From an optimization exercise on the open Yosys and OpenROAD flow, aimed at small area; shortcuts taken in it are not production practice. Only simulation tests tie the RTL to the original design; equivalence was not proved. No activity file was given, so power comes from the tool's default toggle rates.

$ cat flow/run.sh
#!/bin/bash
# The standard layout (standard.sh) with these changes:
#  - synthesis: the same script as synth_recipe.tcl, but the logic mapping
#    (ABC) is tried with several area-oriented scripts and the smallest
#    mapping is kept (flip-flop mapping, flattening and names unchanged);
#  - the smallest buffer (buf_1) on the ports;
#  - a clock tree of small clusters driven by clkbuf_8, without dummy loads.
# All output goes to standard_flow.log here; ORFS keeps each step's log
# under orfs/logs/.
set -euo pipefail
here=$(pwd)
scripts=""
for s in T2 U4 W1 W4 W6 W8; do
  scripts="$scripts${scripts:+:}$here/flow/abc_$s.script"
done
export MY_ABC_SCRIPTS="$scripts"
export BUFFER_PORTS_ARGS="-buffer_cell sky130_fd_sc_hd__buf_1"
export CTS_ARGS="-sink_clustering_enable -repair_clock_nets -dont_use_dummy_load -sink_clustering_size 16 -sink_clustering_max_diameter 60 -buf_list sky130_fd_sc_hd__clkbuf_8"
bash standard.sh SYNTH_SCRIPT="$here/flow/synth.tcl" finish > standard_flow.log 2>&1
$ cat flow/abc_T2.script
strash
&get -n
&st
&syn2
&dch -f
&nf -R 1000 -F 8 -A 8 -C 32 -p
&put
$ cat flow/abc_U4.script
strash
&get -n
&st
&dc2
&dch -f
&nf -R 1000 -F 8 -A 8 -C 32 -p
&put
$ cat flow/abc_W1.script
strash
&get -n
&st
&dc2
&dc2
&dch -f
&nf -R 1000 -F 8 -A 8 -C 32 -p
&put
$ cat flow/abc_W4.script
strash
&get -n
&st
&dc2
&dch
&nf -R 1000 -F 8 -A 8 -C 32 -p
&put
$ cat flow/abc_W6.script
strash
&get -n
&st
&dc2
&dch -f
&nf -R 1000 -F 8 -A 8 -C 32 -p
&st
&dc2
&dch -f
&nf -R 1000 -F 8 -A 8 -C 32 -p
&put
$ cat flow/abc_W8.script
strash
&get -n
&st
&dc2 -l
&dch -f
&nf -R 1000 -F 8 -A 8 -C 32 -p
&put
$ cat flow/synth.tcl
# synth_recipe.tcl, but the logic mapping (ABC) is run with each of several
# area-oriented scripts and the smallest result is kept. Flip-flop mapping,
# flattening and renaming are as in the standard synthesis.
proc synth {args} { yosys synth -nofsm -noshare {*}$args }
proc abc {args} {
  set i [lsearch -exact $args -script]
  yosys design -save my_pre_abc
  set best_area 1e30
  set best_script ""
  set best_save ""
  set n 0
  foreach s [split $::env(MY_ABC_SCRIPTS) ":"] {
    incr n
    yosys design -load my_pre_abc
    yosys abc {*}[lreplace $args $i [expr {$i + 1}] -script $s]
    set st [tee -q -s result.string stat {*}$::lib_args]
    if {![regexp {Chip area for module '[^']*': ([0-9.]+)} $st -> area]} {
      error "no area for ABC script $s"
    }
    puts "ABC script $s: area $area"
    if {$area < $best_area} {
      set best_area $area
      set best_script $s
      set best_save my_abc_$n
      yosys design -save $best_save
    }
  }
  puts "ABC script kept: $best_script (area $best_area)"
  yosys design -load $best_save
}
source $::env(SCRIPTS_DIR)/synth.tcl
# left out here: clear keep_hierarchy, flatten, clean up, hide names made inside functions, write 1_2_yosys.v
$ cat standard.sh
#!/bin/bash
# synth_recipe.tcl (not shown) runs the flow's synth.tcl, then flattens the netlist and writes it again
# the make line also repeats each setting of config.mk as NAME=value (left out here)
make -C /OpenROAD-flow-scripts/flow DESIGN_CONFIG=/design/flow/config.mk WORK_HOME=/design/flow/orfs CLKGATE_MAP_FILE= SYNTH_SCRIPT=/design/flow/synth_recipe.tcl "${@:-finish}"
$ cat config.mk
export PLATFORM = sky130hd
export DESIGN_NAME = motion_ctrl_top
export DESIGN_NICKNAME = motion_ctrl_top
export VERILOG_FILES = /design/flow/design.v
export SDC_FILE = /design/flow/constraint.sdc
export NUM_CORES = 4
export LEC_CHECK = 0
export CAP_MARGIN = 20
export CORE_MARGIN = 2
export CORE_UTILIZATION = 70
export PLACE_DENSITY = 0.85
export SLEW_MARGIN = 20
$ cat constraint.sdc
create_clock -name core_clock -period 5.0 [get_ports {sys_clk}]
set_input_delay 1.0000 -clock core_clock [delete_from_list [all_inputs] [get_ports {sys_clk}]]
set_output_delay 1.0000 -clock core_clock [all_outputs]
set_load 0.01 [all_outputs]
$ cat design.v
`timescale 1ns/10ps
`default_nettype none
module gpio_out_group (
    input  logic                       sys_clk,
    input  logic                       rst_n,
    input  logic                       wr_direct,
    input  logic                       wr_set,
    input  logic                       wr_clr,
    input  logic [32-1:0]  wdata,
    output logic [32-1:0]  gpio_out
);
    logic [32-1:0] state;
    logic ld, keep;
    assign ld   = rst_n & (wr_direct | wr_set);
    assign keep = rst_n & ~wr_direct;
    always_ff @(posedge sys_clk) begin
        state <= (wdata & {32{ld}})
               | (state & {32{keep}} & ~(wdata & {32{wr_clr}}));
    end
    assign gpio_out = state;
endmodule
`default_nettype wire
`timescale 1ns/10ps
`default_nettype none
module gpio_in_group (
    input  logic                       sys_clk,
    input  logic                       rst_n,
    input  logic                       wr_mode,
    input  logic [32-1:0]  wdata,
    input  logic [32-1:0]  gpio_in,
    output logic [32-1:0]  mode,
    output logic [32-1:0]  sampled
);
    logic [32-1:0] sync_q1;
    logic [32-1:0] sync_q2;
    logic rst_d1, rst_d2;
    logic clr;
    always_ff @(posedge sys_clk) begin
        sync_q1 <= gpio_in;
        sync_q2 <= sync_q1;
    end
    always_ff @(posedge sys_clk) begin
        rst_d1 <= ~rst_n;
        rst_d2 <= rst_d1;
    end
    assign clr = ~rst_n | rst_d1 | rst_d2;
    logic [32-1:0] mode_n;
    logic ld, keep;
    assign ld   = wr_mode & rst_n;
    assign keep = ~wr_mode & rst_n;
    always_ff @(posedge sys_clk) begin
        mode_n <= (~wdata & {32{ld}}) | (mode_n & {32{keep}});
    end
    assign mode = ~mode_n;
    always_ff @(posedge sys_clk) begin
        sampled <= ((sampled & ~mode) | (sync_q2 & mode)) & {32{~clr}};
    end
endmodule
`default_nettype wire
`timescale 1ns/10ps
`default_nettype none
module step_pulse_gen (
    input  logic                        sys_clk,
    input  logic                        rst_n,
    input  logic                        wr_ctrl,
    input  logic                        wr_hp,
    input  logic                        wr_sc,
    input  logic                        wr_status,
    input  logic [16-1:0]   wdata,
    input  logic                        motor_estop,
    output logic [16-1:0] half_period,
    output logic [16-1:0]   step_count,
    output logic [2:0]                  status,
    output logic                        motor_enable,
    output logic                        motor_dir,
    output logic                        motor_pulse,
    output logic                        motor_irq
);
    logic                        ctrl_en;
    logic                        ctrl_dir;
    logic                        busy;
    logic                        done;
    logic                        estop_latched;
    logic [16-1:0] phase_cnt;
    logic [16-1:0]   steps_left;
    logic phase_end, last_step, low_end, start, abort, finish;
    logic ld_ctrl, ld_hp, ld_sc, keep_ctrl, keep_hp, keep_sc;
    assign ld_ctrl   = wr_ctrl & rst_n;
    assign ld_hp     = wr_hp & rst_n;
    assign ld_sc     = wr_sc & rst_n;
    assign keep_ctrl = ~wr_ctrl & rst_n;
    assign keep_hp   = ~wr_hp & rst_n;
    assign keep_sc   = ~wr_sc & rst_n;
    always_ff @(posedge sys_clk) begin
        ctrl_en     <= (wdata[0] & ld_ctrl) | (ctrl_en & keep_ctrl);
        ctrl_dir    <= (wdata[1] & ld_ctrl) | (ctrl_dir & keep_ctrl);
        half_period <= (wdata & {16{ld_hp}})
                     | (half_period & {16{keep_hp}});
        step_count  <= (wdata & {16{ld_sc}})
                     | (step_count & {16{keep_sc}});
    end
    assign phase_end = ~|phase_cnt[16-1:1];
    assign last_step = (steps_left == 16'(1));
    assign low_end   = busy & ~motor_pulse & phase_end;
    assign start     = wr_sc & ctrl_en & ~busy & (|wdata);
    assign abort     = busy & (motor_estop | (wr_ctrl & ~wdata[0]));
    assign finish    = low_end & last_step;
    always_ff @(posedge sys_clk) begin
        if (!busy || phase_end) begin
            phase_cnt <= half_period;
        end else begin
            phase_cnt <= phase_cnt - 16'(1);
        end
    end
    always_ff @(posedge sys_clk) begin
        steps_left <= busy ? steps_left - 16'(low_end) : wdata;
    end
    always_ff @(posedge sys_clk) begin
        if (!rst_n) begin
            busy        <= 1'b0;
            motor_pulse <= 1'b0;
        end else if (abort) begin
            busy        <= 1'b0;
            motor_pulse <= 1'b0;
        end else if (!busy) begin
            busy        <= start;
            motor_pulse <= start;
        end else if (phase_end) begin
            busy        <= ~(~motor_pulse & last_step);
            motor_pulse <= ~motor_pulse & ~last_step;
        end
    end
    always_ff @(posedge sys_clk) begin
        if (!rst_n) begin
            done <= 1'b0;
        end else if (!abort && finish) begin
            done <= 1'b1;
        end else if (wr_status || start) begin
            done <= 1'b0;
        end
    end
    always_ff @(posedge sys_clk) begin
        if (!rst_n) begin
            estop_latched <= 1'b0;
        end else if (busy && motor_estop) begin
            estop_latched <= 1'b1;
        end else if (wr_status) begin
            estop_latched <= 1'b0;
        end
    end
    assign status       = {estop_latched, done, busy};
    assign motor_enable = ctrl_en;
    assign motor_dir    = ctrl_dir;
    assign motor_irq    = done;
endmodule
`default_nettype wire
`timescale 1ns/10ps
`default_nettype none
module motion_ctrl_top (
    input  logic                           sys_clk,
    input  logic                           rst_n,
    input  logic                           bus_wr,
    input  logic                           bus_rd,
    input  logic [16-1:0]      bus_addr,
    input  logic [32-1:0]      bus_wdata,
    output logic [32-1:0]      bus_rdata,
    output logic                           rd_valid,
    input  logic [32-1:0]      gpio_in,
    output logic [32-1:0]      gpio_out,
    input  logic [2-1:0] motor_estop,
    output logic [2-1:0] motor_enable,
    output logic [2-1:0] motor_dir,
    output logic [2-1:0] motor_pulse,
    output logic [2-1:0] motor_irq
);
    localparam int NM = 2;
    logic [7:0] blk;
    logic [3:0] idx;
    logic       hit_go, hit_gi;
    logic [NM-1:0] hit_m;
    logic       idx0, idx1, idx2, idx3;
    assign blk    = bus_addr[15:8];
    assign idx    = bus_addr[3:0];
    assign hit_go = (blk == 8'h00);
    assign hit_gi = (blk == 8'h01);
    for (genvar m = 0; m < NM; m++) begin : g_hit
        assign hit_m[m] = (blk == 8'(8'h10 + m));
    end
    assign idx0 = (idx == 4'd0);
    assign idx1 = (idx == 4'd1);
    assign idx2 = (idx == 4'd2);
    assign idx3 = (idx == 4'd3);
    gpio_out_group u_gpio_out (
        .sys_clk   (sys_clk),
        .rst_n     (rst_n),
        .wr_direct (bus_wr & hit_go & idx0),
        .wr_set    (bus_wr & hit_go & idx1),
        .wr_clr    (bus_wr & hit_go & idx2),
        .wdata     (bus_wdata[32-1:0]),
        .gpio_out  (gpio_out)
    );
    logic [32-1:0] gi_mode, gi_sampled;
    gpio_in_group u_gpio_in (
        .sys_clk (sys_clk),
        .rst_n   (rst_n),
        .wr_mode (bus_wr & hit_gi & idx0),
        .wdata   (bus_wdata[32-1:0]),
        .gpio_in (gpio_in),
        .mode    (gi_mode),
        .sampled (gi_sampled)
    );
    logic [NM-1:0][16-1:0] m_hp;
    logic [NM-1:0][16-1:0]   m_sc;
    logic [NM-1:0][2:0]                  m_status;
    for (genvar m = 0; m < NM; m++) begin : g_motor
        step_pulse_gen u_motor (
            .sys_clk      (sys_clk),
            .rst_n        (rst_n),
            .wr_ctrl      (bus_wr & hit_m[m] & idx0),
            .wr_hp        (bus_wr & hit_m[m] & idx1),
            .wr_sc        (bus_wr & hit_m[m] & idx2),
            .wr_status    (bus_wr & hit_m[m] & idx3),
            .wdata        (bus_wdata[16-1:0]),
            .motor_estop  (motor_estop[m]),
            .half_period  (m_hp[m]),
            .step_count   (m_sc[m]),
            .status       (m_status[m]),
            .motor_enable (motor_enable[m]),
            .motor_dir    (motor_dir[m]),
            .motor_pulse  (motor_pulse[m]),
            .motor_irq    (motor_irq[m])
        );
    end
    logic [32-1:0] rd_next;
    logic rd_go, rd_mode, rd_smp;
    logic [NM-1:0] rd_ctrl, rd_hp, rd_sc, rd_st;
    assign rd_go   = bus_rd & hit_go & (idx0 | idx1 | idx2);
    assign rd_mode = bus_rd & hit_gi & idx0;
    assign rd_smp  = bus_rd & hit_gi & idx1;
    for (genvar m = 0; m < NM; m++) begin : g_rsel
        assign rd_ctrl[m] = bus_rd & hit_m[m] & idx0;
        assign rd_hp[m]   = bus_rd & hit_m[m] & idx1;
        assign rd_sc[m]   = bus_rd & hit_m[m] & idx2;
        assign rd_st[m]   = bus_rd & hit_m[m] & idx3;
    end
    always_comb begin
        rd_next = (bus_rdata & {32{~bus_rd}})       
                | 32'(gpio_out & {32{rd_go}})
                | 32'(gi_mode & {32{rd_mode}})
                | 32'(gi_sampled & {32{rd_smp}});
        for (int m = 0; m < NM; m++) begin
            rd_next = rd_next
                    | 32'({motor_dir[m], motor_enable[m]} & {2{rd_ctrl[m]}})
                    | 32'(m_hp[m] & {16{rd_hp[m]}})
                    | 32'(m_sc[m] & {16{rd_sc[m]}})
                    | 32'(m_status[m] & {3{rd_st[m]}});
        end
    end
    always_ff @(posedge sys_clk) begin
        bus_rdata <= rd_next;
    end
    always_ff @(posedge sys_clk) begin
        if (!rst_n) begin
            rd_valid <= 1'b0;
        end else begin
            rd_valid <= bus_rd;
        end
    end
endmodule
`default_nettype wire
==> run summary <==
==> worst min-delay path by stage <==
stage | end | slack (ns) | cells past startpoint
2_1_floorplan | u_gpio_in.sync_q2[0] | 0.31 | 0
3_3_place_gp | u_gpio_in.sync_q2[23] | 0.31 | 0
3_5_place_dp | u_gpio_in.sync_q2[1] | 0.31 | 0
4_1_cts | u_gpio_in.sync_q2[15] | 0.33 | 0
5_1_grt | u_gpio_in.sync_q2[23] | 0.34 | 0
6_report | u_gpio_in.sync_q2[26] | 0.33 | 0
==> power by group through the flow <==
stage               Clock (W)  Combinational [W]  Sequential [W]
finish                0.00122           0.000153         0.00274
global route          0.00131           0.000166         0.00275
CTS                   0.00123           0.000150         0.00274
detailed placement          0           0.000149         0.00280
global placement            0           0.000140         0.00280
floorplan                   0          0.0000572         0.00279
==> area by class of cell <==
| type | instances | area, µm² |
|---|---|---|
| Clock buffer | 24 | 330 |
| Fill cell | 1127 | 3080 |
| Inverter | 12 | 45.0 |
| Multi-Input combinational cell | 762 | 4700 |
| Sequential cell | 335 | 6710 |
| Tap cell | 216 | 270 |
| Timing Repair Buffer | 182 | 808 |
==> cell usage in the layout (no fill, tap or decap), drive strengths merged, types with 2 or more instances in the layout <==
master   instances
and2             2
clkbuf          24
o21ai           86
nand2          125
a21oi           36
nor2           140
nand3           19
nand4            9
a31oi           21
o31ai            4
xor2             6
buf            182
ha               6
a32o            32
xnor2           28
dfxtp          335
a22oi           14
or4              3
a221oi           7
o211ai           4
nand2b           9
nand4b           2
nand3b           2
mux2i           32
clkinv          12
or2              2
nor3            25
nor3b            5
o2111ai          7
a22o            64
and3             5
or3              7
nor4            16
a222oi          37
==> stage by stage <==
stage               hold WS [ns]  util, %
floorplan                  0.310        -
global placement           0.310     78.4
detailed placement         0.312     78.6
CTS                        0.334     80.6
global route               0.339     80.7
finish                     0.334     80.7
==> kinds of logic (layout without fill, tap and decap cells) <==
logic type,Yosys count,after routing,share of synthesized area (%)
AOI/OAI and AO/OA,316,316,20.2
DFF,335,335,58.5
adders and majority gates,6,6,0.655
and+or+nand+nor,373,373,14.3
muxes,33,33,2.89
xor gates and xnor gates,34,34,2.60
buffers and inverters,20,218,0.917
==> routing by layer <==
layer | global-route usage [%] | share of wire [%]
met5 | 0 | 0
met4 | 9.78 | 2.3
met3 | 5.81 | 10
met2 | 56.0 | 47
met1 | 47.2 | 40
==> results_dict.tcl <==
set metrics [dict create \
    status "complete, no violations" \
    start_kind "flop" \
    ctsHoldBuffers 0 \
    yosysUniqueCellTypes 40 \
    synth_top_area_cell "dfxtp_1" \
    numCtsBuffers 24 \
    die_area_mm2 0.0174 \
    drc_errors 0 \
    worst-path-stages 13 \
    slowest_stage "or4_1" \
    tns_ns 0 \
    core_mm2 0.0159 \
    ys.warnings.count 4 \
    first_pass_iters 6 \
    wl_per_cell_um 20.2 \
    hold_path.class "reg2reg" \
    hold_start "u_gpio_in.sync_q1[26]" \
    synth_edf_count 0 \
    critPathCaptureType "flop" \
    cts_root_buf "clkbuf_8" \
    drive_above_1_share_pct 4.64 \
    rr_endpoint "g_motor[1].u_motor.steps_left[15]" \
    dp_hpwl_mm 20.3 \
    grt_remaining_overflow 0 \
    grt_pass1_vias 9454 \
    post_cts_buffers 0 \
    worstReg2RegStart "g_motor[1].u_motor.phase_cnt[8]" \
    cp_data_required_time_ns 5.46 \
    nNetsFinal 1409 \
    pwr-share-comb_pct 3.7 \
    antenna_found_initial 0 \
    preCtsSetupSlack_ns 1.36 \
    cts_tree "built" \
    cap_violations 0 \
    fin_cells 1531 \
    setup_ws_ns 1.37 \
    clk_path_buf_depth 3 \
    drt_iter0_markers 1030 \
    power_frac_seq_pct 66.6 \
    crit_buf_inv 0 \
    synth_top_area_share_pct 58.5 \
    synth_area_leaders "dfxtp_1 (58%), a22o_1 (4.9%), nor2_1 (4.6%)" \
    clkTransAtPathRegs_ns 0.10 \
    wl_mm 30.9 \
    reg2reg_depth 13 \
    peakVddDrop_v 0.000299 \
    hold_viol 0 \
    finalSetupViolCount 0 \
    p_leak_nw 4.67 \
    row_count 46 \
    clk_latency_ns 0.58 \
    track_usage_pct 34.2 \
    synthFlopType "dfxtp_1" \
    crit_family "simple AND/OR/NAND/NOR gates" \
    start_util_pct 71.9 \
    syn_to_final_growth_pct 12.1 \
    fp.dieH_um 132 \
    swShare_pct 22.3 \
    fin_skew_ns 0.0475 \
    grt_max_degree 41 \
    ios 159 \
    num_antenna_cells 0 \
    via_per_inst 6.45 \
    htreeDepth 1 \
    num_vias 9875 \
    power_frac_clock_pct 29.7 \
    crit_path_end "g_motor[1].u_motor.steps_left[15]" \
    arrival_ns 4.10 \
    slew_headroom_pct 35.8 \
    rrSetupSlack_ns 1.37 \
    gp_congestion 0.941 \
    syn_area_per_cell_um2 10.3 \
    cts_resized 0 \
    yosysMostFrequentCell "dfxtp_1" \
    dp_cells 1507 \
    intPower_w 0.00320 \
    finalCritPeriodShare_pct 72.7 \
    slew_violations 0 \
    synth_common_cells "dfxtp_1 (335), nor2_1 (140), nand2_1 (125)" \
    tightestPinTransition_ns 0.961 \
    grt_pass1_wl_mm 48.4 \
    netlist_area_mm2 0.0115 \
    grt_setup_unrepaired "no" \
    finalInstanceArea_mm2 0.0129 \
    ys_seq_area_share_pct 58.5 \
    fin_crit_ns 3.63 \
    port_buffers 154 \
    syn-num-nets 1209 \
    ys_async_sr_fraction_pct 0 \
    fmax_mhz 275 \
    ys_ff_latch 335 \
    netlist_instances 1117 \
    crit_type "reg2reg" \
    cpPeakStageDelay_ns 0.54 \
    postRouteAntennaNets 0 \
    crit_path_cell_trace "or4_1 -> nor3_1 -> nand4_1 -> nor3b_1 -> ha_1 -> nand3_1 -> or3_1 -> nor2_1 -> nand2_1 -> or4_1 -> nor2_1 -> xnor2_1 -> a21oi_1" \
    p_sw_w 0.000919 \
    crit_path_start "g_motor[1].u_motor.phase_cnt[8]" \
    die_x_um 132 \
    powerDensity_mw_per_mm2 320 \
    dpl-instance-area_mm2 0.0125 \
    cts.sinks 335 \
    cp_max_fo 4 \
    power.total_w 0.00411 \
]

port drivers added, routing unchanged:
The flow's constraints put no driver on any port. The routed layout listed below was extracted and timed again, unchanged, in two steps. Step 1, drivers: a clkbuf_16 drives sys_clk and a buf_2 each remaining input, both assumed. Step 2 times the ports against the registers' clock, not the clock port: input delays grow and output delays shrink by t, the midpoint of the rising clock arrivals with the driver on. Slacks: ideal ports / drivers / drivers and shift; pairs: ideal ports / drivers.
t (ns): 0.596
setup WS [ns]: 1.366 / 1.366 / 1.366
worst setup path at the end: register to register
cell pins on the clock port's net: 1
After both steps setup and hold are still met in this run. For this run, drivers alone change the setup slack by 0.000 ns; drivers and shift together by 0.000 ns.
